Source: an optimization exercise on an open RTL-to-GDS flow (aim: small area). Production flows keep margins and buffers that such runs may drop.
Function was checked by simulation only, so behaviour that the tests miss may differ from the original.
Power is estimated from default activity; no workload was simulated.

==> build 97 <==
==> flow/design.v (excerpt) <==
module rv_slice_top (
    input  logic        clk,
    input  logic        rst_n,
    input  logic [11:0] paddr,
    input  logic        psel,
    input  logic        penable,
    input  logic        pwrite,
    input  logic [31:0] pwdata,
    output logic [31:0] prdata,
    output logic        pready,
    output logic        pslverr
);
clock: 12.0 ns
lec_check: 0
cap_margin: 20
core_margin: 2
core_utilization: 60
place_density: 0.7
slew_margin: 20
standard.sh (not shown) runs the stock make flow with config.mk's settings and CLKGATE_MAP_FILE= SYNTH_SCRIPT=/design/flow/synth_recipe.tcl, a recipe that flattens the netlist after the stock synthesis.
==> flow/flow/run.sh <==
#!/bin/bash
# The standard layout (standard.sh), with three changes:
#  - synthesis maps the logic with an area-oriented ABC script (flow/abc_area_map.script)
#    instead of ORFS's delay-oriented one; everything else in synthesis is unchanged
#  - port buffers use the smallest buffer (buf_1) instead of clkdlybuf4s50_1
#  - the clock tree uses clkbuf_4 leaf clusters of at most 12 sinks (42 um across), without dummy loads
set -e
rm -rf scripts_area
cp -r "$FLOW_HOME/scripts" scripts_area
cp flow/abc_area_map.script scripts_area/abc_speed.script
export SCRIPTS_DIR="$PWD/scripts_area"
export BUFFER_PORTS_ARGS="-buffer_cell sky130_fd_sc_hd__buf_1"
export CTS_ARGS="-sink_clustering_enable -repair_clock_nets -sink_clustering_size 12 -sink_clustering_max_diameter 42 -buf_list sky130_fd_sc_hd__clkbuf_4 -dont_use_dummy_load"
bash standard.sh > standard.log 2>&1
==> flow/flow/abc_area_map.script <==
strash
dch
amap -m
topo
strash
dch
amap -m
topo
==> build 20: changes against build 97 <==
--- a/flow/design.v
+++ b/flow/design.v
@@ -108,18 +108,39 @@
         p_q <= {p_in, p_q[31:1]};
         t_q <= {t_in, t_q[31:1]};
     end
     logic [4:0] ra_idx;
     logic       rs1, rs2, pc_b, rstream;
     assign ra_idx  = pwrite ? pwdata[19:15] : paddr[6:2];
-    rmux u_r1(.head(head), .idx(ra_idx), .clr(clr), .o(rs1));
-    rmux u_r2(.head(head), .idx(pwdata[24:20]), .clr(clr), .o(rs2));
+    assign rs1     = head[ra_idx] & ~clr;
+    assign rs2     = head[pwdata[24:20]] & ~clr;
     assign pc_b    = ((pc_in_t & first) ? t_q[0] : p_q[0]) & ~clr;
     assign rstream = a_pc ? pc_b : rs1;
-    logic imm;
-    imm_gen u_imm(.pwdata(pwdata), .phase(phase), .fmt_u(is_lui | is_auipc), .fmt_b(is_br), .fmt_j(is_jal), .imm(imm));
+    logic imm, fmt_u, fmt_b, fmt_j;
+    logic m_lo, m_hi, m_mid, m_b;
+    assign fmt_u = is_lui | is_auipc;
+    assign fmt_b = is_br;
+    assign fmt_j = is_jal;
+    assign m_lo  = pwdata[5'd20 + {1'b0, phase[3:0]}];    
+    assign m_hi  = pwdata[{1'b1, phase[3:0]}];            
+    assign m_mid = pwdata[{3'b011, phase[1:0]}];          
+    assign m_b   = pwdata[5'd7 + {2'b0, phase[2:0]}];     
+    always_comb begin
+        if (phase < 5'd11) begin
+            if (fmt_u)                        imm = 1'b0;
+            else if (phase == 5'd0)           imm = ~(fmt_b | fmt_j) & pwdata[20];
+            else if (fmt_b && phase < 5'd5)   imm = m_b;
+            else                              imm = m_lo;
+        end else if (phase == 5'd11) begin
+            imm = fmt_u ? 1'b0 : fmt_b ? pwdata[7] : fmt_j ? pwdata[20] : pwdata[31];
+        end else if (fmt_u || (fmt_j && phase < 5'd20)) begin
+            imm = phase[4] ? m_hi : m_mid;
+        end else begin
+            imm = pwdata[31];
+        end
+    end
     logic a_add, b_add, b_cmp, sum, c_add, c_in;
     logic inc, c_inc, ci_inc;
     logic lt, eq, lt_nx, eq_nx, diff, taken;
     logic logic_b;
     assign a_add = (is_auipc | is_jal | is_br) ? pc_b : (is_lui ? 1'b0 : rs1);
     assign b_add = (is_op ? rs2 : imm) ^ is_sub;
@@ -144,18 +165,21 @@
         c_inc <= ~ph31 & pc_b & ci_inc;
         eq    <= eq_nx;
         lt    <= lt_nx;
     end
     logic [4:0] shamt;
     logic       sgn;
-    logic       sh_b;
+    logic [4:0] tap;
+    logic       fill, sh_b;
     always_ff @(posedge clk) begin
         if (first && phase < 5'd5) shamt[phase[2:0]] <= b_cmp;
         if (first && ph31) sgn <= rs1;
     end
-    sh_gen u_sh(.t_q(t_q), .shamt(shamt), .phase(phase), .right(f3[2]), .sra(is_sra), .sgn(sgn), .sh_b(sh_b));
+    assign tap  = f3[2] ? shamt : (5'd0 - shamt);
+    assign fill = f3[2] ? (~shamt < phase) : (phase < shamt);
+    assign sh_b = fill ? (f3[2] & is_sra & sgn) : t_q[tap];
     logic go, rd_we;
     assign go = psel & ex;
     always_comb begin
         if (is_shift)          rd_we = ~first;
         else if (is_slt)       rd_we = (aw & ~ph0) | a_done;
         else                   rd_we = aw & ~is_br;
@@ -199,47 +223,6 @@
         end else if (fin && !err) begin
             pc_in_t <= ex & is_br & taken;
         end
     end
     assign prdata = {rstream, t_q[31:1]};
 endmodule
-module rmux(input logic [31:0] head, input logic [4:0] idx, input logic clr, output logic o);
-    assign o = head[idx] & ~clr;
-endmodule
-module sh_gen(input logic [31:0] t_q, input logic [4:0] shamt, input logic [4:0] phase, input logic right, sra, sgn, output logic sh_b);
-    logic [4:0] tap;
-    logic       gt_r, lt_l, fill;
-    always_comb begin
-        gt_r = 1'b0;     
-        lt_l = 1'b0;     
-        for (int i = 0; i < 5; i++) begin
-            if (phase[i] != ~shamt[i]) gt_r = phase[i];
-            if (phase[i] != shamt[i])  lt_l = shamt[i];
-        end
-    end
-    assign tap  = right ? shamt : (5'd0 - shamt);
-    assign fill = right ? gt_r : lt_l;
-    assign sh_b = fill ? (right & sra & sgn) : t_q[tap];
-endmodule
-module imm_gen(input logic [31:0] pwdata, input logic [4:0] phase, input logic fmt_u, fmt_b, fmt_j, output logic imm);
-    logic [31:0] v;
-    logic        m, m_b;
-    logic [3:0]  vb;
-    assign v  = {pwdata[31:12], 1'b0, pwdata[30:20]};
-    assign m  = v[phase];
-    assign vb = {pwdata[10:8], pwdata[11]};    
-    assign m_b = vb[phase[1:0]];
-    always_comb begin
-        if (phase < 5'd11) begin
-            if (fmt_u)                              imm = 1'b0;
-            else if (phase == 5'd0)                 imm = ~(fmt_b | fmt_j) & m;
-            else if (fmt_b && phase < 5'd5)         imm = m_b;
-            else                                    imm = m;
-        end else if (phase == 5'd11) begin
-            imm = fmt_u ? 1'b0 : fmt_b ? pwdata[7] : fmt_j ? pwdata[20] : pwdata[31];
-        end else if (fmt_u || (fmt_j && phase < 5'd20)) begin
-            imm = m;
-        end else begin
-            imm = pwdata[31];
-        end
-    end
-endmodule
==> flow/flow/run.sh (replaced) <==
#!/bin/bash
export BUFFER_PORTS_ARGS="-buffer_cell sky130_fd_sc_hd__buf_1"
export CTS_ARGS="-sink_clustering_enable -repair_clock_nets -sink_clustering_size 36 -sink_clustering_max_diameter 50 -buf_list sky130_fd_sc_hd__clkbuf_16 -dont_use_dummy_load"
bash standard.sh > standard.log 2>&1
removed: flow/flow/abc_area_map.script
==> build 66: changes against build 97 <==
--- a/flow/design.v
+++ b/flow/design.v
@@ -70,28 +70,29 @@
         else               pready = aw & ph31;
     end
     assign fin     = psel & penable & pready;
     assign pslverr = err;
     always_ff @(posedge clk or negedge rst_n) begin
         if (!rst_n) begin
-            phase <= '0;
-            clr   <= 1'b1;
-        end else begin
-            phase <= phase + 5'd1;
-            if (ph31) clr <= 1'b0;
-        end
-    end
-    always_ff @(posedge clk) begin
-        if (!psel || fin) begin
+            phase  <= '0;
+            clr    <= 1'b1;
             cnt    <= '0;
             a_seen <= 1'b0;
             a_done <= 1'b0;
         end else begin
-            cnt <= cnt + 6'd1;
-            if (ph0) a_seen <= 1'b1;
-            if (aw && ph31) a_done <= 1'b1;
+            phase <= phase + 5'd1;
+            if (ph31) clr <= 1'b0;
+            if (!psel || fin) begin
+                cnt    <= '0;
+                a_seen <= 1'b0;
+                a_done <= 1'b0;
+            end else begin
+                cnt <= cnt + 6'd1;
+                if (ph0) a_seen <= 1'b1;
+                if (aw && ph31) a_done <= 1'b1;
+            end
         end
     end
     logic [31:0] head;       
     logic [31:1] wen;
     logic        wd;
     logic [31:0] p_q, t_q;
@@ -108,18 +109,36 @@
         p_q <= {p_in, p_q[31:1]};
         t_q <= {t_in, t_q[31:1]};
     end
     logic [4:0] ra_idx;
     logic       rs1, rs2, pc_b, rstream;
     assign ra_idx  = pwrite ? pwdata[19:15] : paddr[6:2];
-    rmux u_r1(.head(head), .idx(ra_idx), .clr(clr), .o(rs1));
-    rmux u_r2(.head(head), .idx(pwdata[24:20]), .clr(clr), .o(rs2));
+    assign rs1     = head[ra_idx] & ~clr;
+    assign rs2     = head[pwdata[24:20]] & ~clr;
     assign pc_b    = ((pc_in_t & first) ? t_q[0] : p_q[0]) & ~clr;
     assign rstream = a_pc ? pc_b : rs1;
     logic imm;
-    imm_gen u_imm(.pwdata(pwdata), .phase(phase), .fmt_u(is_lui | is_auipc), .fmt_b(is_br), .fmt_j(is_jal), .imm(imm));
+    always_comb begin
+        if (is_lui | is_auipc) begin
+            imm = (phase < 5'd12) ? 1'b0 : pwdata[phase];
+        end else if (is_jal) begin
+            if (phase == 5'd0)       imm = 1'b0;
+            else if (phase < 5'd11)  imm = pwdata[5'd20 + phase];
+            else if (phase == 5'd11) imm = pwdata[20];
+            else if (phase < 5'd20)  imm = pwdata[phase];
+            else                     imm = pwdata[31];
+        end else if (is_br) begin
+            if (phase == 5'd0)       imm = 1'b0;
+            else if (phase < 5'd5)   imm = pwdata[5'd7 + phase];
+            else if (phase < 5'd11)  imm = pwdata[5'd20 + phase];
+            else if (phase == 5'd11) imm = pwdata[7];
+            else                     imm = pwdata[31];
+        end else begin
+            imm = (phase < 5'd11) ? pwdata[5'd20 + phase] : pwdata[31];
+        end
+    end
     logic a_add, b_add, b_cmp, sum, c_add, c_in;
     logic inc, c_inc, ci_inc;
     logic lt, eq, lt_nx, eq_nx, diff, taken;
     logic logic_b;
     assign a_add = (is_auipc | is_jal | is_br) ? pc_b : (is_lui ? 1'b0 : rs1);
     assign b_add = (is_op ? rs2 : imm) ^ is_sub;
@@ -144,18 +163,23 @@
         c_inc <= ~ph31 & pc_b & ci_inc;
         eq    <= eq_nx;
         lt    <= lt_nx;
     end
     logic [4:0] shamt;
     logic       sgn;
-    logic       sh_b;
+    logic [4:0] tap;
+    logic       fill, sh_b;
+    logic [5:0] lim;
     always_ff @(posedge clk) begin
         if (first && phase < 5'd5) shamt[phase[2:0]] <= b_cmp;
         if (first && ph31) sgn <= rs1;
     end
-    sh_gen u_sh(.t_q(t_q), .shamt(shamt), .phase(phase), .right(f3[2]), .sra(is_sra), .sgn(sgn), .sh_b(sh_b));
+    assign tap  = f3[2] ? shamt : (5'd0 - shamt);
+    assign lim  = {1'b0, phase} + {1'b0, shamt};
+    assign fill = f3[2] ? lim[5] : (phase < shamt);
+    assign sh_b = fill ? (f3[2] & is_sra & sgn) : t_q[tap];
     logic go, rd_we;
     assign go = psel & ex;
     always_comb begin
         if (is_shift)          rd_we = ~first;
         else if (is_slt)       rd_we = (aw & ~ph0) | a_done;
         else                   rd_we = aw & ~is_br;
@@ -165,22 +189,14 @@
         else if (is_shift)         wd = sh_b;
         else if (is_slt)           wd = a_done & lt;
         else if (is_jal | is_jalr) wd = inc;
         else if (is_logic)         wd = logic_b;
         else                       wd = sum;
     end
-    logic [7:0] we_hi;
-    logic [3:0] we_lo;
-    for (genvar i = 0; i < 8; i++) begin : g_wh
-        assign we_hi[i] = clr | (go & rd_we & (pwdata[11:9] == i));
-    end
-    for (genvar i = 0; i < 4; i++) begin : g_wl
-        assign we_lo[i] = clr | (pwdata[8:7] == i);
-    end
     for (genvar n = 1; n < 32; n++) begin : g_we
-        assign wen[n] = we_hi[n / 4] & we_lo[n % 4];
+        assign wen[n] = clr | (go & rd_we & (pwdata[11:7] == n));
     end
     always_comb begin
         if (clr)                p_in = 1'b0;
         else if (go && aw) begin
             if (is_jal)         p_in = sum;
             else if (is_jalr)   p_in = sum & ~ph0;
@@ -190,56 +206,15 @@
     always_comb begin
         if (psel && rd_ok && aw)            t_in = rstream;
         else if (go && is_br && aw)         t_in = sum;
         else if (go && is_shift && first)   t_in = rs1;
         else                                t_in = t_q[0];
     end
-    always_ff @(posedge clk) begin
-        if (clr) begin
+    always_ff @(posedge clk or negedge rst_n) begin
+        if (!rst_n) begin
             pc_in_t <= 1'b0;
         end else if (fin && !err) begin
             pc_in_t <= ex & is_br & taken;
         end
     end
     assign prdata = {rstream, t_q[31:1]};
 endmodule
-module rmux(input logic [31:0] head, input logic [4:0] idx, input logic clr, output logic o);
-    assign o = head[idx] & ~clr;
-endmodule
-module sh_gen(input logic [31:0] t_q, input logic [4:0] shamt, input logic [4:0] phase, input logic right, sra, sgn, output logic sh_b);
-    logic [4:0] tap;
-    logic       gt_r, lt_l, fill;
-    always_comb begin
-        gt_r = 1'b0;     
-        lt_l = 1'b0;     
-        for (int i = 0; i < 5; i++) begin
-            if (phase[i] != ~shamt[i]) gt_r = phase[i];
-            if (phase[i] != shamt[i])  lt_l = shamt[i];
-        end
-    end
-    assign tap  = right ? shamt : (5'd0 - shamt);
-    assign fill = right ? gt_r : lt_l;
-    assign sh_b = fill ? (right & sra & sgn) : t_q[tap];
-endmodule
-module imm_gen(input logic [31:0] pwdata, input logic [4:0] phase, input logic fmt_u, fmt_b, fmt_j, output logic imm);
-    logic [31:0] v;
-    logic        m, m_b;
-    logic [3:0]  vb;
-    assign v  = {pwdata[31:12], 1'b0, pwdata[30:20]};
-    assign m  = v[phase];
-    assign vb = {pwdata[10:8], pwdata[11]};    
-    assign m_b = vb[phase[1:0]];
-    always_comb begin
-        if (phase < 5'd11) begin
-            if (fmt_u)                              imm = 1'b0;
-            else if (phase == 5'd0)                 imm = ~(fmt_b | fmt_j) & m;
-            else if (fmt_b && phase < 5'd5)         imm = m_b;
-            else                                    imm = m;
-        end else if (phase == 5'd11) begin
-            imm = fmt_u ? 1'b0 : fmt_b ? pwdata[7] : fmt_j ? pwdata[20] : pwdata[31];
-        end else if (fmt_u || (fmt_j && phase < 5'd20)) begin
-            imm = m;
-        end else begin
-            imm = pwdata[31];
-        end
-    end
-endmodule
==> flow/run.sh (new file) <==
#!/bin/bash
# synth_recipe.tcl (not shown) runs the flow's synth.tcl, then flattens the netlist and writes it again
# the make line also repeats each setting of config.mk as NAME=value (left out here)
make -C /OpenROAD-flow-scripts/flow DESIGN_CONFIG=/design/flow/config.mk WORK_HOME=/design/flow/orfs CLKGATE_MAP_FILE= SYNTH_SCRIPT=/design/flow/synth_recipe.tcl finish
==> flow/config.mk (replaced) <==
export PLATFORM = sky130hd
export DESIGN_NAME = rv_slice_top
export DESIGN_NICKNAME = rv_slice_top
export VERILOG_FILES = /design/flow/design.v
export SDC_FILE = /design/flow/constraint.sdc
export NUM_CORES = 4
export LEC_CHECK = 0
export CAP_MARGIN = 20
export CORE_MARGIN = 2
export CORE_UTILIZATION = 70
export CTS_BUF_LIST = sky130_fd_sc_hd__clkbuf_4
export CTS_CLUSTER_DIAMETER = 40
export CTS_CLUSTER_SIZE = 12
export PLACE_DENSITY = 0.8
export SLEW_MARGIN = 20
removed: flow/flow/run.sh
removed: flow/flow/abc_area_map.script
removed: flow/standard.sh
==> qor summary <==
item	build 97	build 66	build 20
Comb. pwr	0.0986 mW	0.0875 mW	0.0812 mW
Origin of the worst min-delay path	g_x[12].q[9]	g_x[13].q[12]	g_x[1].q[10]
Number of placed cells counting well taps	2217	2145	2169
Parity-gate share of the synthesized area counting xor and xnor cells	0%	0.568%	0.539%
Worst slew margin relative to its limit	29.5%	38.4%	28.7%
Part of the power in registers	71.4%	69.2%	67.1%
Sequential standard cell area	21700 um^2	21800 um^2	21700 um^2
Synthesized net count	1692	1739	1674
Number of multi-input logic gates	458	492	438
Final layout net count	1854	1856	1751
Count of inserted antenna diode cells	9	3	0
Non-clock buffer share of cell area	1.37%	2.96%	1.30%
Hold Slack	0.264 ns	0.301 ns	0.238 ns
Highest ir drop seen on vdd	0.141 mV	0.143 mV	0.165 mV
Compound-cell area share of the yosys netlist	5.87%	3.44%	3.36%
Final worst slack	4.09 ns	3.81 ns	4.56 ns
Detailed Route WL	38.1 mm	43.7 mm	38.8 mm
Run status	no timing/DRC/antenna violations	no timing/DRC/antenna violations	no timing/DRC/antenna violations
Leakage power	10.2 nW	11.2 nW	10.9 nW
Routed length per placed instance	16.4 um	19.2 um	17.5 um
Clock buffer count	104	109	48

[port drivers added, routing unchanged]
Ports are ideal in the flow. The routed layouts listed here were re-timed in OpenROAD. Step 1: set_driving_cell puts a clkbuf_16 on clk and a buf_2 on each other input, an assumption about the parent block. Step 2 also shifts input and output timing later by t, the mid clock arrival at the registers, as if the neighbouring blocks saw the same clock. a / b / c = no drivers / after step 1 / after step 2; a / b = the first two.
| run | shift t [ns] | setup WS [ns] | worst register clock-pin slew, ns |
|---|---|---|---|
| build 97 | 0.852 | 4.091 / 4.070 / 4.070 | 0.12 / 0.12 |
| build 20 | 0.630 | 4.564 / 4.482 / 4.482 | 0.12 / 0.12 |
| build 66 | 0.885 | 3.813 / 3.778 / 3.778 | 0.12 / 0.12 |
After both steps setup and hold are still met in every run listed. The setup slack of build 20, which loses most, moves by -0.082 ns with the drivers and by -0.082 ns with both steps.
